This design comes from an exercise in tuning for small area on the open sky130 flow, not from production work. RTL that was checked went through simulation tests only; none was proved equivalent to the original. No functional check of the RTL was part of run 4. Power and IR drop assume default switching activity.

### design/flow/design.v
module npu_ctrl #(
    parameter int unsigned N     = 4,
    parameter int unsigned KTAPS = 3
) (
    input  logic        clk,
    input  logic        rst_n,
    input  logic        npu_start_matrix_mul,
    input  logic        npu_start_conv,
    output logic        npu_done,
    output logic        busy,
    input  logic [63:0] a_base,
    input  logic [63:0] b_base,
    input  logic [63:0] c_base,
    output logic        mem_req,
    output logic        mem_we,
    output logic [63:0] mem_addr,
    output logic [63:0] mem_wdata,
    input  logic        mem_ready,
    input  logic        mem_rvalid,
    input  logic [63:0] mem_rdata
);
    localparam logic [1:0] S_IDLE = 2'd0, S_RUN = 2'd1, S_WR = 2'd2, S_FIX = 2'd3;
    logic [1:0]  st_q;
    logic        conv_q;         
    logic [3:0]  e_q;            
    logic [5:0]  t_q;            
    logic [2:0]  p_q;            
    logic [1:0]  out_q;          
    logic        bit0_q, bit1_q;  
    logic [63:0] acc_q;
    logic        cy_q;           
    logic [63:0] ab_q, bb_q, cb_q;
    wire run  = (st_q == S_RUN);
    wire wr   = (st_q == S_WR);
    wire idle = (st_q == S_IDLE);
    wire       ty_r     = p_q[2] ? p_q[0] : p_q[1];
    wire       p_last   = conv_q ? (p_q == 3'd5) : (p_q == 3'd7);
    wire [2:0] p_next   = p_last ? 3'd0 : p_q + 3'd1;
    wire       resp_end = p_last & (t_q == 6'd63);
    wire       o        = out_q[0];
    wire [2:0] p_i      = o ? p_next : p_q;
    wire       ty_i     = p_i[2] ? p_i[0] : p_i[1];
    wire [1:0] k_i      = p_i[2] ? {1'b1, p_i[1]} : {1'b0, p_i[0]};
    wire       rd_req   = run & ~out_q[1] & ~(o & resp_end);
    wire [1:0] ei = e_q[3:2];
    wire [1:0] ej = e_q[1:0];
    logic [3:0] off;
    always_comb begin
        if (wr)        off = conv_q ? {2'b00, ei} : e_q;
        else if (ty_i) off = conv_q ? {2'b00, ei} + {2'b00, k_i} : {ei, k_i};
        else           off = conv_q ? {2'b00, k_i} : {k_i, ej};
    end
    wire sel_c = wr;
    wire sel_a = ~wr & ty_i;
    wire sel_b = ~wr & ~ty_i;
    logic [64:3] acy;
    assign acy[3] = 1'b0;
    for (genvar b = 0; b < 64; b++) begin : g_addr
        if (b < 3) begin : g_lo
            assign mem_addr[b] = (sel_a & ab_q[b]) | (sel_b & bb_q[b]) | (sel_c & cb_q[b]);
        end else if (b < 7) begin : g_off
            wire m = (sel_a & ab_q[b]) | (sel_b & bb_q[b]) | (sel_c & cb_q[b]);
            assign mem_addr[b] = m ^ off[b-3] ^ acy[b];
            assign acy[b+1]    = (m & off[b-3]) | (acy[b] & (m ^ off[b-3]));
        end else begin : g_inc
            npu_ctrl_abit u_abit (
                .a  (ab_q[b]), .b (bb_q[b]), .c (cb_q[b]),
                .sa (sel_a), .sb (sel_b), .sc (sel_c),
                .ci (acy[b]),
                .s  (mem_addr[b]),
                .co (acy[b+1])
            );
        end
    end
    assign mem_req   = rd_req | wr;
    assign mem_we    = wr;
    assign mem_wdata = acc_q;
    assign busy      = ~idle;
    wire e_last = (ei == 2'd3) & (conv_q | (ej == 2'd3));
    assign npu_done = wr & mem_ready & e_last;
    wire rsp = run & mem_rvalid;
    wire dbl = rsp & (p_q == 3'd1);
    wire add = rsp & ty_r & ((p_q == 3'd3) ? bit1_q : bit0_q);
    wire [63:0] addend = ({64{dbl}} & acc_q) | ({64{add}} & mem_rdata);
    logic [64:0] cy;
    logic [63:0] sum;
    for (genvar b = 0; b < 64; b++) begin : g_fa
        npu_ctrl_fa u_fa (
            .a  (acc_q[b]),
            .b  (addend[b]),
            .ci ((b == 0) ? 1'b0 : (b == 32) ? cy_q : cy[b]),
            .s  (sum[b]),
            .co (cy[b+1])
        );
    end
    assign cy[0] = 1'b0;
    wire bsel = mem_rdata[6'd63 - t_q];
    always_ff @(posedge clk) begin
        acc_q <= sum;
        cy_q  <= cy[32];
        if (rsp & ~ty_r) begin
            if (p_q == 3'd1) bit1_q <= bsel;
            else             bit0_q <= bsel;
        end
        if (idle) begin
            ab_q   <= a_base;
            bb_q   <= b_base;
            cb_q   <= c_base;
            conv_q <= ~npu_start_matrix_mul;
        end
    end
    always_ff @(posedge clk or negedge rst_n) begin
        if (!rst_n) begin
            st_q  <= S_IDLE;
            e_q   <= 4'd0;
            t_q   <= 6'd0;
            p_q   <= 3'd0;
            out_q <= 2'd0;
        end else begin
            out_q <= out_q + {1'b0, rd_req & mem_ready} - {1'b0, rsp};
            if (rsp) begin
                p_q <= p_next;
                if (p_last) t_q <= t_q + 6'd1;
            end
            unique case (st_q)
                S_IDLE: if (npu_start_matrix_mul || npu_start_conv) st_q <= S_RUN;
                S_RUN:  if (rsp && resp_end) st_q <= S_FIX;
                S_FIX:  st_q <= S_WR;
                S_WR: begin
                    if (mem_ready) begin
                        e_q  <= e_q + (conv_q ? 4'd4 : 4'd1);
                        st_q <= e_last ? S_IDLE : S_RUN;
                    end
                end
                default: st_q <= S_IDLE;
            endcase
        end
    end
endmodule
module npu_ctrl_fa (
    input  logic a,
    input  logic b,
    input  logic ci,
    output logic s,
    output logic co
);
    assign s  = a ^ b ^ ci;
    assign co = (a & b) | (ci & (a ^ b));
endmodule
module npu_ctrl_abit (
    input  logic a,
    input  logic b,
    input  logic c,
    input  logic sa,
    input  logic sb,
    input  logic sc,
    input  logic ci,
    output logic s,
    output logic co
);
    wire m = (sa & a) | (sb & b) | (sc & c);
    assign s  = m ^ ci;
    assign co = m & ci;
endmodule
### design/flow/flow/run.sh
#!/bin/bash
set -euo pipefail
bash standard.sh \
  "BUFFER_PORTS_ARGS=-buffer_cell sky130_fd_sc_hd__buf_1" \
  "CTS_ARGS=-sink_clustering_enable -repair_clock_nets -dont_use_dummy_load -sink_clustering_size 20 -sink_clustering_max_diameter 60 -buf_list {sky130_fd_sc_hd__clkbuf_8}" \
  finish > standard_flow.log 2>&1
### design/flow/standard.sh
#!/bin/bash
# synth_recipe.tcl (not shown) runs the flow's synth.tcl, then flattens the netlist and writes it again
# the make line also repeats each setting of config.mk as NAME=value (left out here)
make -C /OpenROAD-flow-scripts/flow DESIGN_CONFIG=/design/flow/config.mk WORK_HOME=/design/flow/orfs CLKGATE_MAP_FILE= SYNTH_SCRIPT=/design/flow/synth_recipe.tcl "${@:-finish}"
### design/flow/config.mk
export PLATFORM = sky130hd
export DESIGN_NAME = npu_ctrl
export DESIGN_NICKNAME = npu_ctrl
export VERILOG_FILES = /design/flow/design.v
export SDC_FILE = /design/flow/constraint.sdc
export NUM_CORES = 4
export LEC_CHECK = 0
export CAP_MARGIN = 20
export CORE_MARGIN = 2
export CORE_UTILIZATION = 40
export SLEW_MARGIN = 20
export SYNTH_HIERARCHICAL = 1
export SYNTH_MINIMUM_KEEP_SIZE = 0
### design/flow/constraint.sdc
create_clock -name core_clock -period 20.0 [get_ports {clk}]
set_input_delay 4.0000 -clock core_clock [delete_from_list [all_inputs] [get_ports {clk}]]
set_output_delay 4.0000 -clock core_clock [all_outputs]
set_load 0.01 [all_outputs]
==> impl_results.md, run 1 <==
- Fin. max-slew vios: 0
- Fin. Hold Viols: 0
- Synth area leaders: edfxtp_1 46%, fa_1 11%, dfxtp_1 10%, ha_1 6.8%, a222oi_1 4.5%
- EDFF count, synth: between 150 and 200
- Crit path DAT: between 15 and 20 ns
- Top_reg_cell synth: edfxtp_1
- Critical path's largest stage delay: 0.48 ns
- Via density: 5.31
- Vias in the first global route: 8764
- Pwr per Cell Area: 149 nW/um2
- Post-synthesis mux area share: 0.0359
- Slew HR: 0.288
- Vias: 8591
- Setup_tns: 0 ns
- CP max FO: 6
- Largest family of logic cells by synthesized area: adder cells
- DRT iter0 DRCs: ~630
- Core area: 31300 um2
- Pleak: 0.00579 uW
- Post-Place Cell Area: 14600 um2
- DR pass1 iterations: 5
- Die area: 33000 um2
- Hold WC Path Type: flip-flop to flip-flop
- WHS: 0.485 ns
- Cell with the most instances after synthesis: edfxtp_1
- Worst-Margin Slew: 1.07 ns
- Most instantiated cells after synthesis: 195 x edfxtp_1, 72 x inv_1, 69 x ha_1
- Proportion of layout cells with a drive suffix above 1: 0.0816
- GPL Wtd Cong: 0.819
- Port Buf Inserts: 393
- Synth top area share: 0.464
- Final setup vio count: 0
- CTS tree: yes
- Final period util: 0.967
- Total GRT Usage: 0.202
- Crit end category: primary output
- Max-cap violations: 0
- IO Pins: 394
- Std-Cell Rows: 65
- Mapped Avg Cell Area: 15.8 um2
- Worst-skew pair later-pin latency: 0.59 ns
- Crit path launch type: flip-flop
- ANT nets after route: 0
- Hold buffers post-CTS: 0
- Die W: 182 um
- H-tree depth: 1
- Synth Area in Adders: 0.176
- Clk root buf: clkbuf_8
- DPL Wire Length: 25.3 mm
- Final worst clock skew: 0.0635 ns
- Synthesized area: 12600 um2
- Post-synthesis simple-gate area fraction: 0.0304
- Unrepaired setup endpoints after global routing: false
- Syn-to-layout area delta: 19.5%
- Post-synthesis xor/xnor area fraction: 0.00892
- Die height: 182 um
- FF+latch count, synth: 277
- Compound-gate portion of the synthesized area: 0.113
- Crit path top cell by count: ha_1
- Largest net degree at the start of global routing: 111
- Synth unique cells: 54
- Syn. warnings: 7
- Fmax: 51.7 MHz
- Longest Clk Path Bufs: 3
- Syn Nets: 1196
- Starting Density: 0.403
- Fin crit period: 19.33 ns
- Drt drc: 0
- Status: timing/DRC/antenna clean
- Slowest CP cell: fa_1
- WS Path Type: flip-flop to primary output
- Antenna violations before repair: 6
- Final instance area: 15100 um2
- Post-Syn Instances: around 800
- DR WL/cell: 21.0 um
- Global route total overflow: 0
- Required time worst endpoint: 16.00 ns
- Total wire length: 34.0 mm
- Area leader, netlist: edfxtp_1
- First-pass GRT wire length: 51.0 mm
- Nets@finish: 1614
- Ys async rst share: 0.0614
- Seq/Total Area, Yosys: 0.601
- CTS Buf Count: 29
- Clock transition at path regs: approximately 0.07 ns
- Worst VDD drop: 76.8 uV
- Sink Count: 277
[area by class of cell]
cell class	count	area, um2
multi-input cells	420	4680
repair buffers	414	1630
fillers	2883	16200
inverters	73	279
well taps	402	503
flip-flops and latches	277	7590
diodes	4	10.0
clock buffers	29	399
[path summary, 6_finish.rpt]
kind                       depth (start not counted)     start           end  slack [ns]
max                                               74    p_q[1]  mem_addr[63]        0.67
min                                                1  out_q[1]      out_q[1]        0.48
max reg2reg                                       38    p_q[0]     acc_q[63]        5.28
min reg2reg                                        1  out_q[1]      out_q[1]        0.48
max in group asynchronous                          1     rst_n        p_q[2]       15.75
min in group asynchronous                          1     rst_n        t_q[0]        3.54
[registers in the layout (all words and copies together) (netlist names), 3 cells and up]
register,flops
ab_q,64
acc_q,64
bb_q,64
cb_q,64
e_q,4
p_q,3
t_q,6
[through the flow]
step / setup slack [ns] / power [uW] / instances / util
2_1_floorplan: 0.579 / 1540 / 797 / -
3_3_place_gp: 0.887 / 1920 / 1576 / 0.465
3_5_place_dp: 0.658 / 1940 / 1576 / 0.465
4_1_cts: 0.0132 / 2260 / 1605 / 0.478
5_1_grt: 0.00771 / 2450 / 1617 / 0.482
6_report: 0.670 / 2250 / 1619 / 0.482
[Yosys stat by module (local to each module, per instance)]
module,copies in the design,cell area (um2),cells,flip-flops and latches
npu_ctrl_abit,57,26.3,3,0
npu_ctrl_fa,64,20.0,1,0
npu_ctrl,1,9850,562,277
[routing by layer]
metal / vias up / track usage / part of all wire
met1: 4208 / 0.236 / 0.36
met2: 398 / 0.346 / 0.49
li1: 3911 / - / -
met4: 4 / 0.0745 / 0.035
met5: - / 0 / 0.00068
met3: 70 / 0.0696 / 0.11
[cell usage in the layout (no fill, tap or decap), types with 29 or more instances in the layout]
cell type,instances
a222oi_1,57
a22o_1,64
buf_1,392
clkbuf_8,29
dfxtp_1,65
edfxtp_1,195
fa_1,66
ha_1,64
inv_1,71
nand2_1,32
[critical path, delay by kind of cell (launching register included)]
kind,cells,cell delay (ns)
adder cells (fa/ha/maj),62,12.78
AND/OR/NAND/NOR,2,0.26
buffers and inverters,5,0.44
multiplexers,3,0.54
AO/OA/AOI/OAI,1,0.12
XOR/XNOR,1,0.14
flip-flops,1,0.45
[repair_timing]
action,in CTS,in global routing
endpoints found under the setup margin,0,3
gates resized for setup,0,14
buffers inserted,0,10
[logic make-up (layout without fill, tap and decap cells)]
| group | after synthesis | after routing |
|---|---|---|
| xor+xnor | 12 | 12 |
| fa+ha+maj | 137 | 137 |
| mux | 24 | 24 |
| simple gates | 82 | 82 |
| other cells | 1 | 5 |
| compound gates | 164 | 164 |
| buf+inv | 100 | 516 |
| flops | 277 | 277 |
[report_power, final]
part / internal (uW) / switching (uW)
combinational: 444 / 688
clock: 128 / 182
sequential: 706 / 104
==> run 2, diff against run 1 <==
==> design/flow/flow/run.sh (replaced) <==
#!/bin/bash
set -euo pipefail
bash standard.sh \
  "BUFFER_PORTS_ARGS=-buffer_cell sky130_fd_sc_hd__buf_1" \
  "CTS_ARGS=-sink_clustering_enable -repair_clock_nets -dont_use_dummy_load -sink_clustering_size 28 -sink_clustering_max_diameter 120 -buf_list {sky130_fd_sc_hd__clkbuf_16}" \
  finish > standard_flow.log 2>&1
--- a/design/flow/config.mk
+++ b/design/flow/config.mk
@@ -8,5 +8,5 @@
 export CAP_MARGIN = 20
 export CORE_MARGIN = 2
-export CORE_UTILIZATION = 40
+export CORE_UTILIZATION = 65
 export SLEW_MARGIN = 20
 export SYNTH_HIERARCHICAL = 1
==> run 2 against run 1 <==
  * Register-to-register slack improved by 0.17 ns
  * Die area fell by 38%
  * Sequential power barely moved
  * Cell count fell by 9.6%
  * Via count barely moved
  * Non-clock buffer count fell by 1
  * First-iteration DRC count rose by 13%
  * Clock skew fell by 0.049 ns
  * Worst hold slack improved by 0.017 ns
==> impl_results.md, run 2 <==
- Port Buf Inserts: 393
- Worst-skew pair later-pin latency: 0.48 ns
- DR WL/cell: 21.7 um
- Longest Clk Path Bufs: 3
- Proportion of layout cells with a drive suffix above 1: 0.0702
- Max-cap violations: 0
- Clk root buf: clkbuf_16
- Syn-to-layout area delta: 17.6%
- Final period util: 0.971
- Fin crit period: 19.41 ns
- Syn Nets: 1196
- Status: timing/DRC/antenna clean
- Combinational Power Share: 0.505
- Starting Density: 0.668
- Synthesized area: 12600 um2
- CP max FO: 6
- Filler instances: 1223
- First-pass GRT wire length: 46.2 mm
- Total wire length: ~32 mm
- Synth unique cells: 54
- Top_reg_cell synth: edfxtp_1
- Pre-CTS WS: 0.615 ns
- Die W: between 100 and 150 um
- Post-Syn Instances: 797
- Fmax: approximately 52 MHz
- Worst-Margin Slew: between 0.9 and 1 ns
- Synth top area share: 0.464
- Drt drc: 0
- Synth area leaders: edfxtp_1 46%, fa_1 11%, dfxtp_1 10%, ha_1 6.8%, a222oi_1 4.5%
- Reg-to-reg slack, setup: between 5 and 6 ns
- Die height: 143 um
- Final instance area: between 10000 and 15000 um2
- WHS: 0.502 ns
- Worst VDD drop: roughly 97 uV
- Crit path DAT: 15.41 ns
- Mapped Avg Cell Area: roughly 16 um2
- Final setup vio count: 0
- H-tree depth: 1
- DRT iter0 DRCs: 706
- Largest net degree at the start of global routing: 71
- ANT nets after route: 0
- Slew HR: 0.334
- EDFF count, synth: 195
- Final worst clock skew: 0.0146 ns
- WS Path Type: flip-flop to primary output
- Core area: 18900 um2
- Total GRT Usage: 0.300
- Required time worst endpoint: 16.00 ns
- DPL Wire Length: ~24 mm
- Antenna violations before repair: 6
- Final worst slack: ~0.59 ns
- Total power: 2200 uW
- Ys async rst share: 0.0614
- Area leader, netlist: edfxtp_1
- Fin. Hold Viols: 0
- Die area: ~21000 um2
- Critical path's largest stage delay: between 0.4 and 0.5 ns
- Hold WC Path Type: flip-flop to flip-flop
- IO Pins: 394
- Reg power frac: 0.367
- Most instantiated cells after synthesis: 195 x edfxtp_1, 72 x inv_1, 69 x ha_1
- Crit path launch type: flip-flop
- Crit path top cell by count: ha_1
- Reg-to-reg startpoint: p_q[2]
- Commonest cells after routing, fill and taps aside: 392 x buf_1, 195 x edfxtp_1, 71 x inv_1, 66 x fa_1, 65 x dfxtp_1
- Global route total overflow: 0
- Sw power: 936 uW
- Cell with the most instances after synthesis: edfxtp_1
- CTS tree: yes
- Setup_tns: 0 ns
- Clock transition at path regs: 0.11 ns
- Seq/Total Area, Yosys: 0.601
- CTS Buf Count: 13
- Pleak: 0.00573 uW
- Crit end category: primary output
- Fin. max-slew vios: 0
- Slowest CP cell: dfrtp_2
- Vias: around 8600
- FF+latch count, synth: 277
- Via density: 5.87
- Pwr per Cell Area: 148 nW/um2
- Internal power: 1270 uW
- Nets@finish: 1597
- DR pass1 iterations: 8
- GPL Wtd Cong: 0.911
- Vias in the first global route: 8626
- Hold path start: cy_q
- Hold buffers post-CTS: 0
- Clock power share: 0.128
- CP startpoint: p_q[1]
- Sink Count: 277
- Post-Place Cell Area: 14400 um2
- Std-Cell Rows: 50
- Sw frac: 0.425
- Syn. warnings: 7
- Leading cell type in the layout, fill and taps excluded: buf_1
-- run 2: cell counts after synthesis --
No cell type changed its count.
-- run 2: cell type report --
cell class	count	area, um2	area share
clock buffer	13	325	0.0219
multi-input combinational	420	4690	0.316
sequential	277	7590	0.511
timing repair buffer	413	1630	0.110
antenna	8	20.0	0.00135
inverter	73	279	0.0188
tap	260	325	0.0219
-- run 2: per-layer routing --
layer,track usage,wire length [um]
met5,0,0
met4,0.115,1170
met3,0.0890,3390
met2,0.504,16000
met1,0.370,11200
-- run 2: final timing paths --
kind                                      to  depth (start not counted)
worst max-delay path            mem_addr[63]                         74
worst min-delay path               acc_q[32]                          1
worst max register to register     acc_q[31]                         38
worst min register to register     acc_q[32]                          1
max in group asynchronous             p_q[0]                          1
min in group asynchronous            st_q[1]                          1
-- run 2: what timing repair did --
item,CTS,global route
hold endpoints to repair,0,0
endpoints found under the setup margin,0,3
setup buffers,0,10
resized for setup,0,16
-- run 2: power groups by stage --
stage	Clock, uW	Combinational, uW	Sequential (uW)
5_1_grt	305	1240	826
3_5_place_dp	0	1080	818
2_1_floorplan	0	714	824
4_1_cts	286	1090	808
3_3_place_gp	0	1050	816
6_report	282	1110	808
-- run 2: cells by family after synthesis --
kind of cell / Yosys count / share of synthesized area
and+or+nand+nor: 82 / 0.0304
muxes: 24 / 0.0359
AOI/OAI and AO/OA: 164 / 0.113
adders and majority gates: 137 / 0.176
DFF: 277 / 0.601
xor gates and xnor gates: 12 / 0.00892
buffers and inverters: 100 / 0.0343
other: 1 / 0.000297
-- run 2: metrics by stage --
step | utilization | cells
floorplan | - | 797
global placement | 0.761 | 1433
detailed placement | 0.761 | 1433
CTS | 0.778 | 1446
global route | 0.786 | 1462
finish | 0.786 | 1464
-- run 2: per-module statistics from Yosys (local to each module, per instance) --
module,cell area [um2],cells inside
npu_ctrl,9850,562
npu_ctrl_abit,26.3,3
npu_ctrl_fa,20.0,1
-- run 2: critical path, delay by kind of cell (launching register included) --
family	cells	cell delay, ns
buf+inv	5	0.47
compound gates	1	0.12
mux	3	0.56
flops	1	0.48
fa+ha+maj	62	12.88
xor+xnor	1	0.14
simple gates	2	0.26
==> run 3, diff against run 2 <==
--- a/design/flow/config.mk
+++ b/design/flow/config.mk
@@ -8,5 +8,5 @@
 export CAP_MARGIN = 20
 export CORE_MARGIN = 2
-export CORE_UTILIZATION = 65
+export CORE_UTILIZATION = 40
 export SLEW_MARGIN = 20
 export SYNTH_HIERARCHICAL = 1
==> run 3 against run 2 <==
  * Synthesized cell count stayed put
  * Total power up 1.2%
  * Design area is 1.1% higher
  * Maximum frequency up 0.33%
  * First-iteration DRC count decreased by 2.0%
  * Sequential share of layout area fell by 0.54 points
  * Worst setup slack better by 0.063 ns
  * Via count down 1.1%
  * Critical endpoint unchanged
  * Largest cell class unchanged
==> impl_results.md, run 3 <==
- GPL Wtd Cong: 0.819
- Final setup vio count: 0
- Antenna violations before repair: 5
- Post-synthesis xor/xnor area fraction: 0.00892
- Status: timing/DRC/antenna clean
- EDFF count, synth: 195
- Syn. warnings: 7
- Proportion of layout cells with a drive suffix above 1: 0.0668
- Hold WC Path Type: flip-flop to flip-flop
- Final instance area: 15000 um2
- Clk root buf: clkbuf_16
- Met1 GRT Util: 0.236
- Nets@finish: 1598
- Global route total overflow: 0
- GR met3 Demand/Resource: 0.0682
- Synth Area in Adders: 0.176
- Die height: 182 um
- DPL Wire Length: 25.3 mm
- ANT nets after route: 0
- Port Buf Inserts: between 300 and 400
- Critical path's largest stage delay: 0.48 ns
- Core area: 31300 um2
- Slew HR: 0.296
- Vias: 8502
- Post-Place Cell Area: 14600 um2
- Starting Density: 0.403
- Syn Nets: ~1200
- Pre-CTS WS: 0.658 ns
- Final worst slack: 0.652 ns
- Std-Cell Rows: between 60 and 70
- Setup_tns: 0 ns
- FF+latch count, synth: 277
- Hold buffers post-CTS: 0
- Compound-gate portion of the synthesized area: 0.113
- Longest Clk Path Bufs: 3
- Combinational Power Share: 0.507
- Mapped Avg Cell Area: 15.8 um2
- Post-synthesis mux area share: 0.0359
- Required time worst endpoint: 16.00 ns
- Top_reg_cell synth: edfxtp_1
- Slowest CP cell: fa_1
- Worst-skew pair later-pin latency: 0.50 ns
- Total wire length: 33.7 mm
- Sink Count: 277
- Internal power: 1270 uW
- Crit end category: primary output
- Syn-to-layout area delta: 18.9%
- Synth area leaders: edfxtp_1 46%, fa_1 11%, dfxtp_1 10%, ha_1 6.8%, a222oi_1 4.5%
- DR pass1 iterations: 8
- Via density: 5.31
- Synth top area share: 0.464
- Drt drc: 0
- Most instantiated cells after synthesis: 195 x edfxtp_1, 72 x inv_1, 69 x ha_1
- IO Pins: 394
- CTS tree: yes
- Pleak: ~0.0057 uW
- Ys async rst share: 0.0614
- Post-synthesis simple-gate area fraction: 0.0304
- Sw power: 962 uW
- CTS Buf Count: 13
- Largest family of logic cells by synthesized area: adder cells
- Die area: about 33000 um2
- Clock power share: 0.131
- Seq/Total Area, Yosys: 0.601
- Reg power frac: 0.363
- DR WL/cell: 21.0 um
- Area leader, netlist: edfxtp_1
- Crit path launch type: flip-flop
- Total GRT Usage: 0.200
- H-tree depth: 1
- Fin. max-slew vios: 0
- Crit path top cell by count: ha_1
- Final period util: 0.967
- Commonest cells after routing, fill and taps aside: 392 x buf_1, 195 x edfxtp_1, 71 x inv_1, 67 x fa_1, 66 x ha_1
- GR Layer Usage met2: 0.347
- Unrepaired setup endpoints after global routing: false
- DRT iter0 DRCs: 692
- Vias in the first global route: roughly 8600
- Cell with the most instances after synthesis: edfxtp_1
- Max-cap violations: 0
- Fin. Hold Viols: 0
- Worst VDD drop: 75.6 uV
- Largest net degree at the start of global routing: roughly 110
- Most utilized layer in the global route result: met2
- Fin crit period: just under 20 ns
- Crit path DAT: about 15 ns
- Synth unique cells: 54
- Synthesized area: roughly 13000 um2
- Post-Syn Instances: 797
- Fmax: 51.7 MHz
- Clock transition at path regs: 0.11 ns
- Final worst clock skew: approximately 0.016 ns
- Die W: 182 um
- Leading cell type in the layout, fill and taps excluded: buf_1
- WS Path Type: flip-flop to primary output
- First-pass GRT wire length: 50.5 mm
- CP max FO: 5
- Pwr per Cell Area: 148 nW/um2
- Sw frac: 0.432
- Worst-Margin Slew: 1.06 ns
[run 3: cell counts after synthesis]
Identical to the previous run, type by type.
[run 3: path summary, 6_finish.rpt]
check | from | end | slack [ns] | cells past startpoint
max | p_q[0] | mem_addr[63] | 0.65 | 73
max reg2reg | p_q[0] | acc_q[63] | 5.31 | 38
min reg2reg | out_q[1] | out_q[1] | 0.49 | 1
min | out_q[1] | out_q[1] | 0.49 | 1
max in group asynchronous | rst_n | p_q[2] | 15.69 | 1
min in group asynchronous | rst_n | t_q[5] | 3.64 | 1
[run 3: cells by family after synthesis]
| kind of cell | count (synthesis) |
|---|---|
| compound gates | 164 |
| xor+xnor | 12 |
| fa+ha+maj | 137 |
| buf+inv | 100 |
| flops | 277 |
| mux | 24 |
| other cells | 1 |
| simple gates | 82 |
[run 3: timing repair]
item                       4_1_cts  5_1_grt
gates resized for setup          0       11
hold endpoints to repair         0        0
setup endpoints to repair        0        3
buffers inserted                 0       10
[run 3: critical path: cells and delay by family (launching register included)]
kind	cells	cell delay, ns
muxes	3	0.54
buffers and inverters	4	0.30
adders and majority gates	64	13.35
DFF	1	0.46
and+or+nand+nor	1	0.06
AOI/OAI and AO/OA	1	0.13
[run 3: final cells by class]
cell class,count,area [um2]
Sequential cell,277,7590
Fill cell,2883,16300
Multi-Input combinational cell,420,4670
Antenna cell,3,7.51
Timing Repair Buffer,414,1630
Inverter,73,279
Tap cell,402,503
Clock buffer,13,325
[run 3: power groups by stage]
| stage | clock, uW | combinational, uW | sequential, uW |
|---|---|---|---|
| floorplan | 0 | 714 | 824 |
| finish | 291 | 1130 | 809 |
| global route | 320 | 1280 | 828 |
| global placement | 0 | 1100 | 822 |
| CTS | 303 | 1120 | 813 |
| detailed placement | 0 | 1120 | 821 |
[run 3: Yosys stat by module (local to each module, per instance)]
| module | cells inside | flops+latches |
|---|---|---|
| npu_ctrl | 562 | 277 |
| npu_ctrl_abit | 3 | 0 |
| npu_ctrl_fa | 1 | 0 |
[run 3: through the flow]
| step | cells | utilization | hold WS (ns) | total power [uW] |
|---|---|---|---|---|
| after floorplan | 797 | - | 0.447 | 1540 |
| after global placement | 1576 | 0.465 | 0.474 | 1920 |
| after detailed placement | 1576 | 0.465 | 0.474 | 1940 |
| after CTS | 1589 | 0.475 | 0.492 | 2240 |
| after global routing | 1600 | 0.479 | 0.521 | 2420 |
| final | 1602 | 0.479 | 0.489 | 2230 |
[run 3: per-layer routing]
metal	wire (um)	part of all wire
met3	3660	0.11
met5	23	0.00068
met4	977	0.029
met1	12500	0.37
met2	16500	0.49
==> run 4, diff against run 3 <==
--- a/design/flow/design.v
+++ b/design/flow/design.v
@@ -47,6 +47,6 @@
     logic [3:0] off;
     always_comb begin
-        if (wr)        off = conv_q ? {2'b00, ei} : e_q;
-        else if (ty_i) off = conv_q ? {2'b00, ei} + {2'b00, k_i} : {ei, k_i};
+        if (wr)        off = e_q;
+        else if (ty_i) off = conv_q ? {2'b00, ej} + {2'b00, k_i} : {ei, k_i};
         else           off = conv_q ? {2'b00, k_i} : {k_i, ej};
     end
@@ -77,5 +77,5 @@
     assign mem_wdata = acc_q;
     assign busy      = ~idle;
-    wire e_last = (ei == 2'd3) & (conv_q | (ej == 2'd3));
+    wire e_last = (ej == 2'd3) & (conv_q | (ei == 2'd3));
     assign npu_done = wr & mem_ready & e_last;
     wire rsp = run & mem_rvalid;
@@ -119,8 +119,7 @@
         end else begin
             out_q <= out_q + {1'b0, rd_req & mem_ready} - {1'b0, rsp};
-            if (rsp) begin
-                p_q <= p_next;
-                if (p_last) t_q <= t_q + 6'd1;
-            end
+            p_q   <= (rsp & p_last) ? 3'd0 : p_q + {2'b00, rsp};
+            t_q   <= t_q + {5'd0, rsp & p_last};
+            e_q   <= idle ? 4'd0 : e_q + {3'd0, wr & mem_ready};
             unique case (st_q)
                 S_IDLE: if (npu_start_matrix_mul || npu_start_conv) st_q <= S_RUN;
@@ -128,8 +127,5 @@
                 S_FIX:  st_q <= S_WR;
                 S_WR: begin
-                    if (mem_ready) begin
-                        e_q  <= e_q + (conv_q ? 4'd4 : 4'd1);
-                        st_q <= e_last ? S_IDLE : S_RUN;
-                    end
+                    if (mem_ready) st_q <= e_last ? S_IDLE : S_RUN;
                 end
                 default: st_q <= S_IDLE;
==> run 4 against run 3 <==
  * Still clean on timing, DRC and antenna
  * Utilization grew 0.90 points
  * Clock power is essentially flat
  * Count of clock-buffer cells in the layout is the same
  * Clock skew shrank 0.0010 ns
  * Critical path depth is the same
  * Design area is essentially flat
  * Non-clock buffer count grew 3
  * First-iteration DRC count shrank 5.3%
  * Sequential power is essentially flat
  * Synthesized cell count shrank 0.88%
  * Worst hold slack lost 0.011 ns
  * Largest power group unchanged
==> impl_results.md, run 4 <==
- Commonest cells after routing, fill and taps aside: 391 x buf_1, 195 x edfxtp_1, 71 x inv_1, 65 x fa_1, 65 x dfxtp_1
- Std-Cell Rows: 64
- Status: timing/DRC/antenna clean
- GPL Wtd Cong: about 0.83
- Die area: between 30000 and 40000 um2
- Sink Count: 277
- Clock transition at path regs: 0.10 ns
- Largest net degree at the start of global routing: 190
- Pleak: between 0.005 and 0.006 uW
- Vias: 8530
- Required time worst endpoint: 16.00 ns
- Core area: around 31000 um2
- Reg power frac: 0.340
- Nets@finish: 1594
- Internal power: 1330 uW
- Worst-skew pair later-pin latency: 0.49 ns
- Sw frac: 0.443
- Longest Clk Path Bufs: 3
- Proportion of layout cells with a drive suffix above 1: 0.0780
- Worst-Margin Slew: 1.01 ns
- Synth unique cells: 54
- Most instantiated cells after synthesis: 195 x edfxtp_1, 73 x inv_1, 70 x ha_1
- Total power: 2380 uW
- Fin crit period: 19.32 ns
- H-tree depth: 1
- Starting Density: 0.408
- Crit path launch type: flip-flop
- Fin. max-slew vios: 0
- Combinational Power Share: 0.538
- Ys async rst share: 0.0614
- Port Buf Inserts: 393
- Synth top area share: 0.467
- CTS Buf Count: 13
- Slowest CP cell: dfrtp_2
- Cell with the most instances after synthesis: edfxtp_1
- Hold WC Path Type: flip-flop to flip-flop
- Cells on worst reg2reg path: 37
- Max-cap violations: 0
- Global route total overflow: 0
- Final worst clock skew: 0.0150 ns
- Drt drc: 0
- Worst VDD drop: 80.5 uV
- Filler instances: about 2800
- Synth area leaders: edfxtp_1 47%, fa_1 11%, dfxtp_1 10%, ha_1 7.0%, a222oi_1 4.5%
- Dpl cells: 1565
- Synthesized area: around 13000 um2
- Leading cell type in the layout, fill and taps excluded: buf_1
- Clock power share: 0.121
- Area leader, netlist: edfxtp_1
- Final period util: 0.966
- ANT nets after route: 0
- DRT iter0 DRCs: between 600 and 700
- Final Non-Filler Cells: 1590
- IO Pins: around 400
- Post-Syn Instances: 790
- Total wire length: around 34 mm
- Via density: 5.36
- Sw power: about 1100 uW
- Hold Path End: out_q[1]
- CP max FO: 7
- Die height: 181 um
- Seq/Total Area, Yosys: 0.604
- Total GRT Usage: 0.203
- Die W: 181 um
- Clk root buf: clkbuf_16
- Pwr per Cell Area: around 160 nW/um2
- DR WL/cell: around 21 um
- FF+latch count, synth: 277
- Mapped Avg Cell Area: 15.9 um2
- Final setup vio count: 0
- Syn Nets: 1190
- DR pass1 iterations: 8
- Syn-to-layout area delta: 19.7%
- FF-to-FF End: acc_q[31]
- Worst hold path depth: 1
- Vias in the first global route: 8842
- Syn. warnings: 7
- First-pass GRT wire length: 51.7 mm
- WS Path Type: flip-flop to primary output
- Crit path DAT: 15.32 ns
- Crit path top cell by count: ha_1
- Top_reg_cell synth: edfxtp_1
- Hold buffers post-CTS: 0
- DPL Wire Length: between 20 and 30 mm
- Reg-to-reg slack, setup: 5.27 ns
- Crit end category: primary output
- Fmax: 51.8 MHz
- Reg-to-reg startpoint: st_q[0]
- EDFF count, synth: 195
- Critical path's largest stage delay: ~0.47 ns
- Slew HR: 0.327
- CTS tree: yes
- Fin. Hold Viols: 0
- Antenna violations before repair: 2
- Hold path start: out_q[1]
-- run 4: cell types whose count changed in the layout (fill, tap and decap cells not counted), sizes merged, moves of 3 or more --
cell and change:
nand2 -6, mux2i +5, a21oi -4, buf +3, nor2b +4, o21ai -3
-- run 4: Yosys stat by module, one instance, submodules excluded --
module | cells inside | cell area, um2
npu_ctrl | 555 | 9770
npu_ctrl_abit | 3 | 26.3
npu_ctrl_fa | 1 | 20.0
-- run 4: stage by stage --
stage	cell area, um2	worst slack [ns]	utilization	setup TNS, ns	hold slack [ns]
after detailed placement	14500	0.394	0.473	0	0.464
final	15000	0.681	0.488	0	0.479
after global placement	14500	0.650	0.473	0	0.468
after floorplan	12500	0.177	-	0	0.446
after global routing	15000	-0.0623	0.488	-0.0623	0.513
after CTS	14900	0.0228	0.484	0	0.483
-- run 4: worst max path at each step --
| stage | start | endpoint | slack, ns | cells past startpoint |
|---|---|---|---|---|
| floorplan | p_q[1] | mem_addr[63] | 0.18 | 71 |
| detailed placement | p_q[0] | mem_addr[63] | 0.39 | 73 |
| global route | p_q[0] | mem_addr[63] | -0.06 | 73 |
| CTS | p_q[0] | mem_addr[63] | 0.02 | 73 |
| finish | p_q[0] | mem_addr[63] | 0.68 | 73 |
| global placement | p_q[0] | mem_addr[63] | 0.65 | 73 |
-- run 4: cells by family after synthesis --
logic type	after synthesis	synth area share
adders and majority gates	138	0.178
AOI/OAI and AO/OA	158	0.113
and+or+nand+nor	77	0.0276
xor gates and xnor gates	11	0.00768
DFF	277	0.604
muxes	27	0.0371
other	1	0.000299
buffers and inverters	101	0.0317
-- run 4: layout make-up --
cell class              count  area (um2)  share of cell area
clock buffers              13         325              0.0217
diodes                      2        5.00            0.000333
well taps                 396         495              0.0330
flip-flops and latches    277        7590               0.505
multi-input cells         412        4660               0.310
inverters                  73         274              0.0183
repair buffers            417        1670               0.111
-- run 4: worst max-delay path: cells and delay by family, from the launching register on --
| family | cells | cell delay, ns |
|---|---|---|
| AO/OA/AOI/OAI | 4 | 0.77 |
| buffers and inverters | 4 | 0.30 |
| multiplexers | 1 | 0.22 |
| adder cells (fa/ha/maj) | 64 | 13.10 |
| flip-flops | 1 | 0.47 |
-- run 4: repair_timing --
action | in CTS | in global routing
pin swaps | 1 | 4
buffers inserted | 1 | 9
endpoints found under the setup margin | 1 | 4
resized for setup | 2 | 26
-- run 4: layer usage --
metal	global-route usage	share of wire	up-vias
met5	0	0.00038	-
met4	0.0374	0.014	2
met3	0.0536	0.096	27
met2	0.354	0.50	383
met1	0.256	0.39	4262
li1	-	-	3856
-- run 4: power groups by stage --
stage / registers [uW] / clock network, uW / logic [uW]
3_3_place_gp: 826 / 0 / 1240
6_report: 812 / 289 / 1280
3_5_place_dp: 827 / 0 / 1260
2_1_floorplan: 826 / 0 / 806
4_1_cts: 818 / 302 / 1270
5_1_grt: 832 / 318 / 1440
==> run 5, diff against run 4 <==
--- a/design/flow/design.v
+++ b/design/flow/design.v
@@ -26,4 +26,5 @@
     logic [5:0]  t_q;            
     logic [2:0]  p_q;            
+    logic [2:0]  pi_q;           
     logic [1:0]  out_q;          
     logic        bit0_q, bit1_q;  
@@ -39,8 +40,9 @@
     wire       resp_end = p_last & (t_q == 6'd63);
     wire       o        = out_q[0];
-    wire [2:0] p_i      = o ? p_next : p_q;
-    wire       ty_i     = p_i[2] ? p_i[0] : p_i[1];
-    wire [1:0] k_i      = p_i[2] ? {1'b1, p_i[1]} : {1'b0, p_i[0]};
+    wire       ty_i     = pi_q[2] ? pi_q[0] : pi_q[1];
+    wire [1:0] k_i      = pi_q[2] ? {1'b1, pi_q[1]} : {1'b0, pi_q[0]};
+    wire       pi_last  = conv_q ? (pi_q == 3'd5) : (pi_q == 3'd7);
     wire       rd_req   = run & ~out_q[1] & ~(o & resp_end);
+    wire       rd_acc   = rd_req & mem_ready;
     wire [1:0] ei = e_q[3:2];
     wire [1:0] ej = e_q[1:0];
@@ -116,7 +118,9 @@
             t_q   <= 6'd0;
             p_q   <= 3'd0;
+            pi_q  <= 3'd0;
             out_q <= 2'd0;
         end else begin
-            out_q <= out_q + {1'b0, rd_req & mem_ready} - {1'b0, rsp};
+            out_q <= out_q + {1'b0, rd_acc} - {1'b0, rsp};
+            pi_q  <= (rd_acc & pi_last) ? 3'd0 : pi_q + {2'b00, rd_acc};
             p_q   <= (rsp & p_last) ? 3'd0 : p_q + {2'b00, rsp};
             t_q   <= t_q + {5'd0, rsp & p_last};
==> run 5 against run 4 <==
  * Worst setup slack gained 0.18 ns
  * Sequential cell count is 3 higher
  * Synthesized cell count up 2.4%
  * Total power decreased by 20%
  * Count of clock-buffer cells in the layout unchanged
  * Clock skew up 0.0058 ns
  * Maximum frequency rose by 0.94%
  * Critical path type unchanged
  * Design area fell by 0.63%
  * First-iteration DRC count rose by 22%
  * Combinational power down 38%
  * Sequential power grew 0.6%
==> impl_results.md, run 5 <==
- Clock transition at path regs: 0.11 ns
- Mapped Avg Cell Area: 15.6 um2
- CTS tree: yes
- Required time worst endpoint: between 15 and 20 ns
- Dpl cells: approximately 1600
- Fmax: approximately 52 MHz
- Syn-to-layout area delta: 18.2%
- Total wire length: between 30 and 40 mm
- Std-Cell Rows: 65
- Final worst slack: about 0.86 ns
- WHS: 0.500 ns
- Top_reg_cell synth: edfxtp_1
- Status: timing/DRC/antenna clean
- Vias: about 8600
- Clock power share: 0.153
- Worst-skew pair later-pin latency: 0.49 ns
- Pre-CTS WS: between 1 and 1.5 ns
- Sink Count: 280
- Reg-to-reg slack, setup: 5.71 ns
- Worst VDD drop: 82.8 uV
- Nets@finish: 1596
- Longest Clk Path Bufs: 3
- Worst-Margin Slew: approximately 1.1 ns
- DPL Wire Length: 25.1 mm
- Final setup vio count: 0
- Slowest CP cell: dfrtp_1
- Crit path DAT: roughly 15 ns
- FF+latch count, synth: between 200 and 300
- Unrepaired setup endpoints after global routing: false
- Hold path start: out_q[1]
- Final Non-Filler Cells: between 1500 and 2000
- Leading cell type in the layout, fill and taps excluded: buf_1
- H-tree depth: 1
- Drt drc: 0
- Syn Nets: 1208
- Filler instances: around 2900
- Post-Syn Instances: 809
- Critical path's largest stage delay: 0.51 ns
- Hold buffers post-CTS: 0
- Seq/Total Area, Yosys: 0.607
- GPL Wtd Cong: 0.839
- Clk root buf: clkbuf_16
- Final worst clock skew: 0.0208 ns
- DRT iter0 DRCs: 796
- Reg-to-reg startpoint: p_q[1]
- Most instantiated cells after synthesis: 195 x edfxtp_1, 70 x inv_1, 69 x ha_1
- Ys async rst share: 0.0714
- FF-to-FF End: acc_q[31]
- Area leader, netlist: edfxtp_1
- Largest net degree at the start of global routing: 85
- Synthesized area: 12600 um2
- Core area: about 31000 um2
- WS Path Type: flip-flop to primary output
- Cell with the most instances after synthesis: edfxtp_1
- Antenna violations before repair: 6
- Fin crit period: 19.14 ns
- Setup_tns: 0 ns
- Starting Density: 0.403
- EDFF count, synth: roughly 200
- Commonest cells after routing, fill and taps aside: 392 x buf_1, 195 x edfxtp_1, 69 x inv_1, 69 x ha_1, 68 x fa_1
- Crit path launch type: flip-flop
- Die area: between 30000 and 40000 um2
- First-pass GRT wire length: 50.5 mm
- Synth top area share: 0.464
- Fin. Hold Viols: 0
- IO Pins: just under 400
- DR pass1 iterations: 8
- Worst hold path depth: 1
- Max-cap violations: 0
- Pleak: between 0.005 and 0.006 uW
- Cells on worst reg2reg path: 37
- Sw power: 758 uW
- Sw frac: 0.398
- Synth unique cells: between 40 and 50
- Synth area leaders: edfxtp_1 46%, fa_1 11%, dfxtp_1 10%, ha_1 6.8%, a22o_1 4.6%
- Port Buf Inserts: between 300 and 400
- DR WL/cell: 20.8 um
- Combinational Power Share: 0.418
- Crit end category: primary output
- CP max FO: 10
- Via density: about 5.4
- Fin. max-slew vios: 0
- Total power: about 1900 uW
- Postcts setup bufs: 0
- Syn. warnings: 7
- Crit path top cell by count: ha_1
- Proportion of layout cells with a drive suffix above 1: 0.0351
- Global route total overflow: 0
- Die W: roughly 180 um
- Hold Path End: out_q[1]
- Vias in the first global route: 8732
- Slew HR: 0.284
- Post-CTS sizing: 0
- CTS Buf Count: 13
- Reg power frac: 0.429
- Final period util: 0.957
- ANT nets after route: 0
- Pwr per Cell Area: 128 nW/um2
- Hold WC Path Type: flip-flop to flip-flop
- Total GRT Usage: 0.198
- Internal power: 1150 uW
- Die height: 182 um
[run 5: changes by cell type in the layout (fill, tap and decap cells not counted), sizes merged, moves of 3 or more]
cell,previous run,this run
buf,416,403
dfrtp,17,20
diode,2,5
inv,73,70
mux4,15,10
nand2,26,32
nand3b,1,6
nor2,25,19
nor2b,6,10
nor3b,0,5
o21ai,3,9
[run 5: area by class of cell]
type	count	area, um2	share of cell area
Clock buffer	13	325	0.0218
Antenna cell	5	12.5	0.000839
Inverter	70	263	0.0176
Multi-Input combinational cell	428	4600	0.308
Tap cell	402	503	0.0337
Timing Repair Buffer	404	1560	0.104
Sequential cell	280	7660	0.513
[run 5: metrics by stage]
stage               utilization  instance area, um2
floorplan                     -               12600
global placement          0.466               14600
detailed placement        0.466               14600
CTS                       0.476               14900
global route              0.476               14900
finish                    0.476               14900
[run 5: routing by layer]
layer,GRT usage,share of wire
met2,0.331,0.48
met3,0.0578,0.10
met5,0,0.00081
met1,0.252,0.39
met4,0.0550,0.026
[run 5: kinds of logic (layout without fill, tap and decap cells)]
kind of cell	Yosys count	in the layout	synth area share
adder cells (fa/ha/maj)	137	137	0.176
other	1	6	0.000297
AND/OR/NAND/NOR	91	91	0.0359
flip-flops	280	280	0.607
AO/OA/AOI/OAI	164	164	0.111
buffers and inverters	101	487	0.0317
multiplexers	23	23	0.0295
XOR/XNOR	12	12	0.00833
[run 5: modules after synthesis (local to each module, per instance)]
module	cell area (um2)	cells	flops+latches
npu_ctrl_fa	20.0	1	0
npu_ctrl	9840	574	280
npu_ctrl_abit	26.3	3	0
[run 5: power groups by stage]
| stage | registers [uW] | logic, uW | clock network, uW |
|---|---|---|---|
| 2_1_floorplan | 838 | 501 | 0 |
| 3_3_place_gp | 829 | 782 | 0 |
| 3_5_place_dp | 831 | 807 | 0 |
| 4_1_cts | 820 | 812 | 303 |
| 5_1_grt | 837 | 902 | 318 |
| 6_report | 817 | 795 | 291 |
[run 5: worst max-delay path, delay by kind of cell (launching register included)]
kind	cells	cell delay, ns
buffers and inverters	3	0.27
flip-flops	1	0.51
adder cells (fa/ha/maj)	62	13.01
AO/OA/AOI/OAI	4	0.84
[run 5: worst max path at each step]
stage                 start            to  slack, ns  cells after the start
floorplan           st_q[0]  mem_addr[63]       1.87                     63
global placement    pi_q[2]  mem_addr[63]       1.52                     69
detailed placement  pi_q[2]  mem_addr[63]       1.30                     69
CTS                 pi_q[2]  mem_addr[63]       0.74                     69
global route        pi_q[2]  mem_addr[63]       0.09                     69
finish              pi_q[2]  mem_addr[63]       0.86                     69
==> run 6, diff against run 5 <==
--- a/design/flow/design.v
+++ b/design/flow/design.v
@@ -35,12 +35,12 @@
     wire wr   = (st_q == S_WR);
     wire idle = (st_q == S_IDLE);
-    wire       ty_r     = p_q[2] ? p_q[0] : p_q[1];
-    wire       p_last   = conv_q ? (p_q == 3'd5) : (p_q == 3'd7);
-    wire [2:0] p_next   = p_last ? 3'd0 : p_q + 3'd1;
+    wire       ty_r     = p_q[1];
+    wire       p_last   = p_q[2] & p_q[1] & (p_q[0] | conv_q);
+    wire [2:0] p_step   = (conv_q & p_q[2]) ? 3'd2 : 3'd1;
     wire       resp_end = p_last & (t_q == 6'd63);
     wire       o        = out_q[0];
-    wire       ty_i     = pi_q[2] ? pi_q[0] : pi_q[1];
-    wire [1:0] k_i      = pi_q[2] ? {1'b1, pi_q[1]} : {1'b0, pi_q[0]};
-    wire       pi_last  = conv_q ? (pi_q == 3'd5) : (pi_q == 3'd7);
+    wire       ty_i     = pi_q[1];
+    wire [1:0] k_i      = {pi_q[2], pi_q[0]};
+    wire [2:0] pi_step  = (conv_q & pi_q[2]) ? 3'd2 : 3'd1;
     wire       rd_req   = run & ~out_q[1] & ~(o & resp_end);
     wire       rd_acc   = rd_req & mem_ready;
@@ -83,5 +83,5 @@
     wire rsp = run & mem_rvalid;
     wire dbl = rsp & (p_q == 3'd1);
-    wire add = rsp & ty_r & ((p_q == 3'd3) ? bit1_q : bit0_q);
+    wire add = rsp & ty_r & (p_q[0] ? bit1_q : bit0_q);
     wire [63:0] addend = ({64{dbl}} & acc_q) | ({64{add}} & mem_rdata);
     logic [64:0] cy;
@@ -102,6 +102,6 @@
         cy_q  <= cy[32];
         if (rsp & ~ty_r) begin
-            if (p_q == 3'd1) bit1_q <= bsel;
-            else             bit0_q <= bsel;
+            if (p_q[0]) bit1_q <= bsel;
+            else        bit0_q <= bsel;
         end
         if (idle) begin
@@ -122,6 +122,6 @@
         end else begin
             out_q <= out_q + {1'b0, rd_acc} - {1'b0, rsp};
-            pi_q  <= (rd_acc & pi_last) ? 3'd0 : pi_q + {2'b00, rd_acc};
-            p_q   <= (rsp & p_last) ? 3'd0 : p_q + {2'b00, rsp};
+            if (rd_acc) pi_q <= pi_q + pi_step;
+            if (rsp) p_q <= p_q + p_step;
             t_q   <= t_q + {5'd0, rsp & p_last};
             e_q   <= idle ? 4'd0 : e_q + {3'd0, wr & mem_ready};
--- a/design/flow/config.mk
+++ b/design/flow/config.mk
@@ -6,8 +6,8 @@
 export NUM_CORES = 4
 export LEC_CHECK = 0
-export CAP_MARGIN = 20
+export CAP_MARGIN = 5
 export CORE_MARGIN = 2
 export CORE_UTILIZATION = 40
-export SLEW_MARGIN = 20
+export SLEW_MARGIN = 5
 export SYNTH_HIERARCHICAL = 1
 export SYNTH_MINIMUM_KEEP_SIZE = 0
==> run 6 against run 5 <==
  * Still clean
  * Sequential power barely moved
  * Wire length rose by 0.33%
  * Worst hold slack improved by 0.012 ns
  * Sequential cell count did not move
  * Design area fell by 0.33%
  * Critical endpoint unchanged
  * Largest cell class unchanged
  * Largest power group unchanged
  * Highest routed layer unchanged
==> impl_results.md, run 6 <==
- Reg power frac: 0.470
- Via density: 5.25
- Drt drc: 0
- Sink Count: 280
- Most instantiated cells after synthesis: 195 x edfxtp_1, 71 x inv_1, 70 x fa_1
- H-tree depth: 1
- Pwr per Cell Area: ~120 nW/um2
- Sw frac: 0.371
- Status: timing/DRC/antenna clean
- Synthesized area: 12500 um2
- Core area: 30700 um2
- Clk root buf: clkbuf_16
- Post-CTS sizing: 0
- Fin. max-slew vios: 0
- Syn. warnings: 7
- Leading cell type in the layout, fill and taps excluded: buf_1
- Antenna violations before repair: 3
- Crit end category: primary output
- Final setup vio count: 0
- Postcts setup bufs: 0
- Clock transition at path regs: 0.11 ns
- Internal power: 1090 uW
- Slew HR: 0.311
- Worst VDD drop: just over 60 uV
- DPL Wire Length: ~25 mm
- Dpl cells: roughly 1600
- Area leader, netlist: edfxtp_1
- EDFF count, synth: slightly below 200
- Final worst clock skew: 0.0250 ns
- CTS Buf Count: 13
- Syn Nets: 1173
- Global route total overflow: 0
- Ys async rst share: 0.0714
- ANT nets after route: 0
- Port Buf Inserts: about 390
- Fin. Hold Viols: 0
- Vias: approximately 8200
- CP max FO: 15
- Commonest cells after routing, fill and taps aside: 393 x buf_1, 195 x edfxtp_1, 71 x inv_1, 70 x fa_1, 67 x ha_1
- Slowest CP cell: dfrtp_1
- Clock power share: 0.168
- Synth area leaders: edfxtp_1 47%, fa_1 11%, dfxtp_1 10%, ha_1 6.7%, a222oi_1 4.5%
- Proportion of layout cells with a drive suffix above 1: 0.0411
- Hold WC Path Type: flip-flop to flip-flop
- WS Path Type: flip-flop to primary output
- Top_reg_cell synth: edfxtp_1
- Hold buffers post-CTS: 0
- Sw power: 646 uW
- Die W: 181 um
- Seq/Total Area, Yosys: 0.611
- Fmax: 53.0 MHz
- Final Non-Filler Cells: between 1500 and 2000
- Longest Clk Path Bufs: 3
- Required time worst endpoint: around 16 ns
- Largest net degree at the start of global routing: 85
- Max-cap violations: 0
- Combinational Power Share: 0.361
- Starting Density: 0.408
- Worst-skew pair later-pin latency: 0.49 ns
- Cells on worst reg2reg path: 37
- Total GRT Usage: 0.199
- Worst hold path depth: 1
- Crit path top cell by count: ha_1
- CTS tree: yes
- Mapped Avg Cell Area: 16.2 um2
- Total wire length: between 30 and 40 mm
- FF+latch count, synth: 280
- First-pass GRT wire length: 50.3 mm
- Synth top area share: 0.467
- DR WL/cell: 21.4 um
- Synth unique cells: 42
- Crit path DAT: ~15 ns
- Post-Syn Instances: just under 800
- Worst-Margin Slew: 1.03 ns
- DR pass1 iterations: 5
- DRT iter0 DRCs: 631
- IO Pins: 394
- Fin crit period: 18.86 ns
- Crit path launch type: flip-flop
- Nets@finish: between 1500 and 2000
- Cell with the most instances after synthesis: edfxtp_1
- Critical path's largest stage delay: 0.84 ns
- Syn-to-layout area delta: 18.6%
- Final period util: 0.943
- Std-Cell Rows: 64
- GPL Wtd Cong: 0.797
- Pleak: 0.00573 uW
- Die height: approximately 180 um
- Die area: between 30000 and 40000 um2
- Unrepaired setup endpoints after global routing: false
- Vias in the first global route: around 8400
- Setup_tns: 0 ns
[run 6: cell count changes in the layout (fill, tap and decap cells not counted), moves of 3 or more]
| cell | change |
|---|---|
| o21ai_0 | +3 |
| mux4_2 | +3 |
| nand2_1 | -7 |
| nor2b_1 | -6 |
| nor2_1 | -8 |
| a31oi_1 | -9 |
| nand3b_1 | -6 |
| buf_4 | +3 |
| mux2i_1 | +4 |
[run 6: final cells by class]
class                           count  area, um2
Fill cell                        2815      15900
Timing Repair Buffer              407       1580
Inverter                           71        267
Sequential cell                   280       7660
Tap cell                          396        495
Antenna cell                        4       10.0
Multi-Input combinational cell    397       4540
Clock buffer                       13        325
[run 6: worst max-delay path, delay by kind of cell, from the launching register on]
kind | cells | cell delay [ns]
flops | 1 | 0.84
fa+ha+maj | 61 | 12.49
buf+inv | 4 | 0.56
compound gates | 2 | 0.27
simple gates | 1 | 0.20
[run 6: per-stage QoR]
stage	utilization	total power (uW)	instance area [um2]	hold slack, ns	worst slack, ns
after floorplan	-	1230	12500	0.472	2.29
after global placement	0.473	1460	14500	0.494	1.72
after detailed placement	0.473	1470	14500	0.490	1.54
after CTS	0.483	1770	14900	0.514	0.988
after global routing	0.483	1870	14900	0.544	0.405
final	0.484	1740	14900	0.512	1.14
[run 6: final timing paths]
path / slack [ns] / startpoint / endpoint
min in group asynchronous: 3.45 / rst_n / t_q[1]
setup reg to reg: 5.55 / st_q[1] / acc_q[63]
hold reg to reg: 0.51 / cy_q / acc_q[32]
setup / recovery: 1.14 / pi_q[1] / mem_addr[63]
max in group asynchronous: 16.33 / rst_n / p_q[1]
hold / removal: 0.51 / cy_q / acc_q[32]
[run 6: per-module statistics from Yosys (local to each module, per instance)]
module         area [um2]  cells  flops+latches
npu_ctrl_abit        26.3      3              0
npu_ctrl             9760    539            280
npu_ctrl_fa          20.0      1              0
[run 6: power groups by stage]
stage / combinational [uW] / clock [uW] / sequential, uW
5_1_grt: 714 / 321 / 838
2_1_floorplan: 389 / 0 / 838
6_report: 628 / 293 / 818
3_5_place_dp: 642 / 0 / 832
3_3_place_gp: 624 / 0 / 832
4_1_cts: 642 / 304 / 822
[run 6: logic make-up (layout without fill, tap and decap cells)]
kind of cell	count (synthesis)	count (layout)	share of synthesized area
mux	33	33	0.0433
other cells	1	5	0.000299
compound gates	150	150	0.105
buf+inv	97	491	0.0309
simple gates	66	66	0.0248
flops	280	280	0.611
fa+ha+maj	137	137	0.179
xor+xnor	10	10	0.00698
[run 6: metal layers]
layer	global-route usage	part of all wire	vias to the layer above
met5	0	0.00039	-
met4	0.0449	0.019	2
met3	0.0512	0.087	33
met2	0.345	0.50	328
met1	0.252	0.40	4092
li1	-	-	3782
==> run 7, diff against run 6 <==
--- a/design/flow/config.mk
+++ b/design/flow/config.mk
@@ -6,8 +6,8 @@
 export NUM_CORES = 4
 export LEC_CHECK = 0
-export CAP_MARGIN = 5
+export CAP_MARGIN = 20
 export CORE_MARGIN = 2
 export CORE_UTILIZATION = 40
-export SLEW_MARGIN = 5
+export SLEW_MARGIN = 20
 export SYNTH_HIERARCHICAL = 1
 export SYNTH_MINIMUM_KEEP_SIZE = 0
==> run 7 against run 6 <==
  * Non-clock buffer count unchanged
  * Sequential cell count unchanged
  * Worst hold slack unchanged
  * Still clean on timing, DRC and antenna
  * Total power unchanged
  * Largest power group unchanged
  * Count of clock-buffer cells in the layout unchanged
==> impl_results.md, run 7 <==
- Status: timing/DRC/antenna clean
- Synthesized area: 12500 um2
- Synth area leaders: edfxtp_1 47%, fa_1 11%, dfxtp_1 10%, ha_1 6.7%, a222oi_1 4.5%
- Fin. max-slew vios: 0
- Longest Clk Path Bufs: 3
- Setup_tns: 0 ns
- Mapped Avg Cell Area: 16.2 um2
- Global route total overflow: 0
- Pre-CTS WS: 1.54 ns
- Std-Cell Rows: 64
- Crit path top cell by count: ha_1
- Seq/Total Area, Yosys: 0.611
- CP max FO: 15
- CTS Buf Count: 13
- Postcts setup bufs: 0
- WS Path Type: flip-flop to primary output
- Critical path buffer and inverter count: 4
- Critical path's largest stage delay: 0.84 ns
- Unrepaired setup endpoints after global routing: false
- Die W: between 150 and 200 um
- Final setup vio count: 0
- Fin crit period: 18.86 ns
- Antenna violations before repair: 3
- Synth unique cells: 42
- Drt drc: 0
- DRT iter0 DRCs: approximately 630
- Internal power: 1090 uW
- Top_reg_cell synth: edfxtp_1
- Crit path launch type: flip-flop
- Required time worst endpoint: 16.00 ns
- H-tree depth: 1
- Max-cap violations: 0
- Port Buf Inserts: 393
- Final worst slack: around 1.1 ns
- Clock power share: 0.168
- Vias: 8237
- EDFF count, synth: between 150 and 200
- Slew HR: 0.311
- Worst-Margin Slew: 1.03 ns
- Total wire length: 33.5 mm
- Clock transition at path regs: ~0.11 ns
- Slowest CP cell: dfrtp_1
- Most instantiated cells after synthesis: 195 x edfxtp_1, 71 x inv_1, 70 x fa_1
- Syn. warnings: 7
- Post-CTS sizing: 0
- Via density: about 5.3
- Sw power: roughly 650 uW
- Post-Syn Instances: 774
- Fmax: 53.0 MHz
- DR pass1 iterations: 5
- Syn-to-layout area delta: 18.6%
- CP top delay family: adder cells
- Pwr per Cell Area: about 120 nW/um2
- Ys async rst share: 0.0714
- IO Pins: 394
- Total GRT Usage: 0.199
- Hold WC Path Type: flip-flop to flip-flop
- Die area: 32800 um2
- Crit end category: primary output
- Syn Nets: 1173
- Reg power frac: 0.470
- DPL Wire Length: 25.0 mm
- Worst-skew pair later-pin latency: approximately 0.49 ns
- Crit path DAT: 14.86 ns
- Combinational Power Share: 0.361
- FF+latch count, synth: 280
- Cell with the most instances after synthesis: edfxtp_1
- Die height: approximately 180 um
- Vias in the first global route: 8387
- GPL Wtd Cong: between 0.7 and 0.8
- Total power: 1740 uW
- Final period util: 0.943
- Commonest cells after routing, fill and taps aside: 393 x buf_1, 195 x edfxtp_1, 71 x inv_1, 70 x fa_1, 67 x ha_1
- FF+latch area: 7660 um2
- Proportion of layout cells with a drive suffix above 1: 0.0411
- Core area: about 30000 um2
- Hold buffers post-CTS: 0
- Worst VDD drop: 61.7 uV
- Filler instances: 2815
- Final worst clock skew: around 0.025 ns
- Fin. Hold Viols: 0
- Area leader, netlist: edfxtp_1
- Nets@finish: 1569
- Clk root buf: clkbuf_16
- Sink Count: 280
- Starting Density: 0.408
- Pleak: 0.00573 uW
- Synth top area share: 0.467
- Largest net degree at the start of global routing: 85
- Multi-input gate area: approximately 4500 um2
- DR WL/cell: 21.4 um
- Sw frac: 0.371
- ANT nets after route: 0
- Leading cell type in the layout, fill and taps excluded: buf_1
- CTS tree: yes
- First-pass GRT wire length: roughly 50 mm
run 7: cell counts after synthesis:
Identical to the previous run, type by type.
run 7: per-module statistics from Yosys (local to each module, per instance):
| module | copies in the design | cells inside |
|---|---|---|
| npu_ctrl | 1 | 539 |
| npu_ctrl_abit | 57 | 3 |
| npu_ctrl_fa | 64 | 1 |
run 7: cell type report:
class,count,area share
multi-input combinational,397,0.305
clock buffer,13,0.0219
inverter,71,0.0179
antenna,4,0.000673
sequential,280,0.515
tap,396,0.0333
timing repair buffer,407,0.106
run 7: path summary, 6_finish.rpt:
kind	endpoint	slack [ns]	from	depth (start not counted)
max in group asynchronous	p_q[1]	16.33	rst_n	2
hold reg to reg	acc_q[32]	0.51	cy_q	1
min in group asynchronous	t_q[1]	3.45	rst_n	2
setup reg to reg	acc_q[63]	5.55	st_q[1]	37
setup / recovery	mem_addr[63]	1.14	pi_q[1]	68
hold / removal	acc_q[32]	0.51	cy_q	1
run 7: layer usage:
metal / track usage / wire length, um / vias to the layer above
met1: 0.252 / 13300 / 4092
met2: 0.345 / 16600 / 328
li1: - / - / 3782
met5: 0 / 13 / -
met3: 0.0512 / 2920 / 33
met4: 0.0449 / 622 / 2
run 7: cells by family (layout without fill, tap and decap cells):
logic type                 count (synthesis)  after routing  share of synthesized area
and+or+nand+nor                           66             66                     0.0248
xor gates and xnor gates                  10             10                    0.00698
adders and majority gates                137            137                      0.179
muxes                                     33             33                     0.0433
AOI/OAI and AO/OA                        150            150                      0.105
DFF                                      280            280                      0.611
buffers and inverters                     97            491                     0.0309
other                                      1              5                   0.000299
run 7: through the flow:
step / utilization / std cells / hold WS [ns] / area [um2]
2_1_floorplan: - / 774 / 0.472 / 12500
3_3_place_gp: 0.473 / 1551 / 0.494 / 14500
3_5_place_dp: 0.473 / 1551 / 0.490 / 14500
4_1_cts: 0.483 / 1564 / 0.514 / 14900
5_1_grt: 0.483 / 1566 / 0.544 / 14900
6_report: 0.484 / 1568 / 0.512 / 14900
run 7: power by group through the flow:
stage	sequential, uW	combinational [uW]	clock, uW
CTS	822	642	304
floorplan	838	389	0
finish	818	628	293
detailed placement	832	642	0
global route	838	714	321
global placement	832	624	0
==> run 8, diff against run 7 <==
==> design/flow/flow/run.sh (replaced) <==
#!/bin/bash
set -euo pipefail
bash standard.sh \
  "BUFFER_PORTS_ARGS=-buffer_cell sky130_fd_sc_hd__buf_1" \
  "CTS_ARGS=-sink_clustering_enable -repair_clock_nets -dont_use_dummy_load -sink_clustering_size 28 -sink_clustering_max_diameter 120 -buf_list {sky130_fd_sc_hd__clkbuf_8 sky130_fd_sc_hd__clkbuf_16} -root_buf sky130_fd_sc_hd__clkbuf_8 -tree_buf sky130_fd_sc_hd__clkbuf_8 -sink_clustering_buffer sky130_fd_sc_hd__clkbuf_16" \
  finish > standard_flow.log 2>&1
==> run 8 against run 7 <==
  * Clock power shrank 5%
  * Worst hold slack barely moved
  * Worst setup slack worse by 0.040 ns
  * Critical endpoint unchanged
  * Count of clock-buffer cells in the layout did not move
  * Still clean on timing, DRC and antenna
==> impl_results.md, run 8 <==
- Hold buffers post-CTS: 0
- DPL Wire Length: 25.0 mm
- FF-to-FF End: acc_q[63]
- Worst-Margin Slew: 1.04 ns
- Leading cell type in the layout, fill and taps excluded: buf_1
- Pwr per Cell Area: roughly 120 nW/um2
- Antenna violations before repair: 3
- WS Path Type: flip-flop to primary output
- FF+latch count, synth: 280
- Sink Count: 280
- Slew HR: 0.306
- Port Buf Inserts: 393
- Via density: 5.24
- Hold path start: cy_q
- Die height: between 150 and 200 um
- Syn Nets: roughly 1200
- Unrepaired setup endpoints after global routing: false
- Synth unique cells: 42
- Commonest cells after routing, fill and taps aside: 393 x buf_1, 195 x edfxtp_1, 71 x inv_1, 70 x fa_1, 67 x ha_1
- Final worst clock skew: 0.0307 ns
- H-tree depth: 1
- Sw frac: 0.374
- Status: timing/DRC/antenna clean
- Seq/Total Area, Yosys: 0.611
- Pleak: 0.00571 uW
- First-pass GRT wire length: a little over 50 mm
- Area leader, netlist: edfxtp_1
- Synth top area share: 0.467
- Setup_tns: 0 ns
- GR Layer Usage met2: 0.345
- CP max FO: 15
- Clock power share: 0.161
- Die area: ~33000 um2
- Max-cap violations: 0
- Critical path's largest stage delay: around 0.84 ns
- Fin. Hold Viols: 0
- Reg-to-reg startpoint: st_q[1]
- Cells on worst reg2reg path: 37
- Post-Syn Instances: 774
- EDFF count, synth: 195
- Mapped Avg Cell Area: 16.2 um2
- Postcts setup bufs: 0
- Hold Path End: acc_q[32]
- DR WL/cell: 21.4 um
- Internal power: 1080 uW
- GR met3 Demand/Resource: 0.0508
- Required time worst endpoint: roughly 16 ns
- Std-Cell Rows: 64
- IO Pins: 394
- Most instantiated cells after synthesis: 195 x edfxtp_1, 71 x inv_1, 70 x fa_1
- Total wire length: 33.5 mm
- Synth area leaders: edfxtp_1 47%, fa_1 11%, dfxtp_1 10%, ha_1 6.7%, a222oi_1 4.5%
- Longest Clk Path Bufs: 3
- Global route total overflow: 0
- Combinational Power Share: 0.364
- Drt drc: 0
- Final instance area: roughly 15000 um2
- Die W: 181 um
- Crit path top cell by count: ha_1
- Fmax: ~53 MHz
- Slowest CP cell: dfrtp_1
- Post-CTS sizing: 0
- Core area: 30700 um2
- Post-Place Cell Area: 14500 um2
- Vias: 8229
- Worst hold path depth: 1
- Worst-skew pair later-pin latency: 0.55 ns
- Clk root buf: clkbuf_8
- Ys async rst share: 0.0714
- Starting Density: 0.408
- Cell with the most instances after synthesis: edfxtp_1
==> run 8: cell count changes in the layout (fill, tap and decap cells not counted), sizes merged <==
cell / before / now
diode: 4 / 5
==> run 8: metrics by stage <==
step | power [uW] | setup slack [ns] | hold WS (ns) | instances | utilization
after floorplan | 1230 | 2.29 | 0.472 | 774 | -
after global routing | 1860 | 0.349 | 0.544 | 1566 | 0.482
final | 1720 | 1.10 | 0.512 | 1569 | 0.483
after global placement | 1460 | 1.72 | 0.494 | 1551 | 0.473
after detailed placement | 1470 | 1.54 | 0.490 | 1551 | 0.473
after CTS | 1750 | 0.928 | 0.514 | 1564 | 0.482
==> run 8: area by class of cell <==
class / count / area, um2
sequential: 280 / 7660
inverter: 71 / 267
tap: 396 / 495
antenna: 5 / 12.5
multi-input combinational: 397 / 4540
timing repair buffer: 407 / 1580
fill: 2817 / 15900
clock buffer: 13 / 292
==> run 8: modules after synthesis (local to each module, per instance) <==
module / flops+latches / times used / cells inside
npu_ctrl_fa: 0 / 64 / 1
npu_ctrl_abit: 0 / 57 / 3
npu_ctrl: 280 / 1 / 539
==> run 8: metal layers <==
layer	up-vias	routed length, um
met4	2	564
li1	3781	-
met3	32	3160
met1	4072	13200
met5	-	13
met2	342	16600
==> run 8: cells by family (layout without fill, tap and decap cells) <==
| kind of cell | count (synthesis) | after routing | synth area share |
|---|---|---|---|
| XOR/XNOR | 10 | 10 | 0.00698 |
| AO/OA/AOI/OAI | 150 | 150 | 0.105 |
| multiplexers | 33 | 33 | 0.0433 |
| flip-flops | 280 | 280 | 0.611 |
| adder cells (fa/ha/maj) | 137 | 137 | 0.179 |
| buffers and inverters | 97 | 491 | 0.0309 |
| AND/OR/NAND/NOR | 66 | 66 | 0.0248 |
| other | 1 | 6 | 0.000299 |
==> run 8: how the worst max path moves through the flow <==
stage                 start           end  slack [ns]  depth (start not counted)
global placement    pi_q[1]  mem_addr[63]        1.72                         68
detailed placement  pi_q[1]  mem_addr[63]        1.54                         68
floorplan           st_q[1]  mem_addr[63]        2.29                         67
CTS                 pi_q[1]  mem_addr[63]        0.93                         68
finish              pi_q[1]  mem_addr[63]        1.10                         68
global route        pi_q[1]  mem_addr[63]        0.35                         68
==> run 8: power groups by stage <==
| stage | Sequential, uW | Clock, uW | Combinational, uW |
|---|---|---|---|
| 4_1_cts | 822 | 289 | 642 |
| 3_5_place_dp | 832 | 0 | 642 |
| 2_1_floorplan | 838 | 0 | 389 |
| 5_1_grt | 838 | 306 | 714 |
| 6_report | 818 | 278 | 628 |
| 3_3_place_gp | 832 | 0 | 624 |
==> run 8: critical path: cells and delay by family, from the launching register on <==
| family | cells | cell delay [ns] |
|---|---|---|
| adder cells (fa/ha/maj) | 61 | 12.48 |
| flip-flops | 1 | 0.84 |
| buffers and inverters | 4 | 0.56 |
| AO/OA/AOI/OAI | 2 | 0.27 |
| AND/OR/NAND/NOR | 1 | 0.20 |

Check on run 8: ideal ports give 1.098 ns setup slack; a clkbuf_16 on the clock port and buf_2 on the inputs give 1.049 ns; moving port delays by the midpoint clock arrival (0.581 ns) as well gives 1.630 ns.
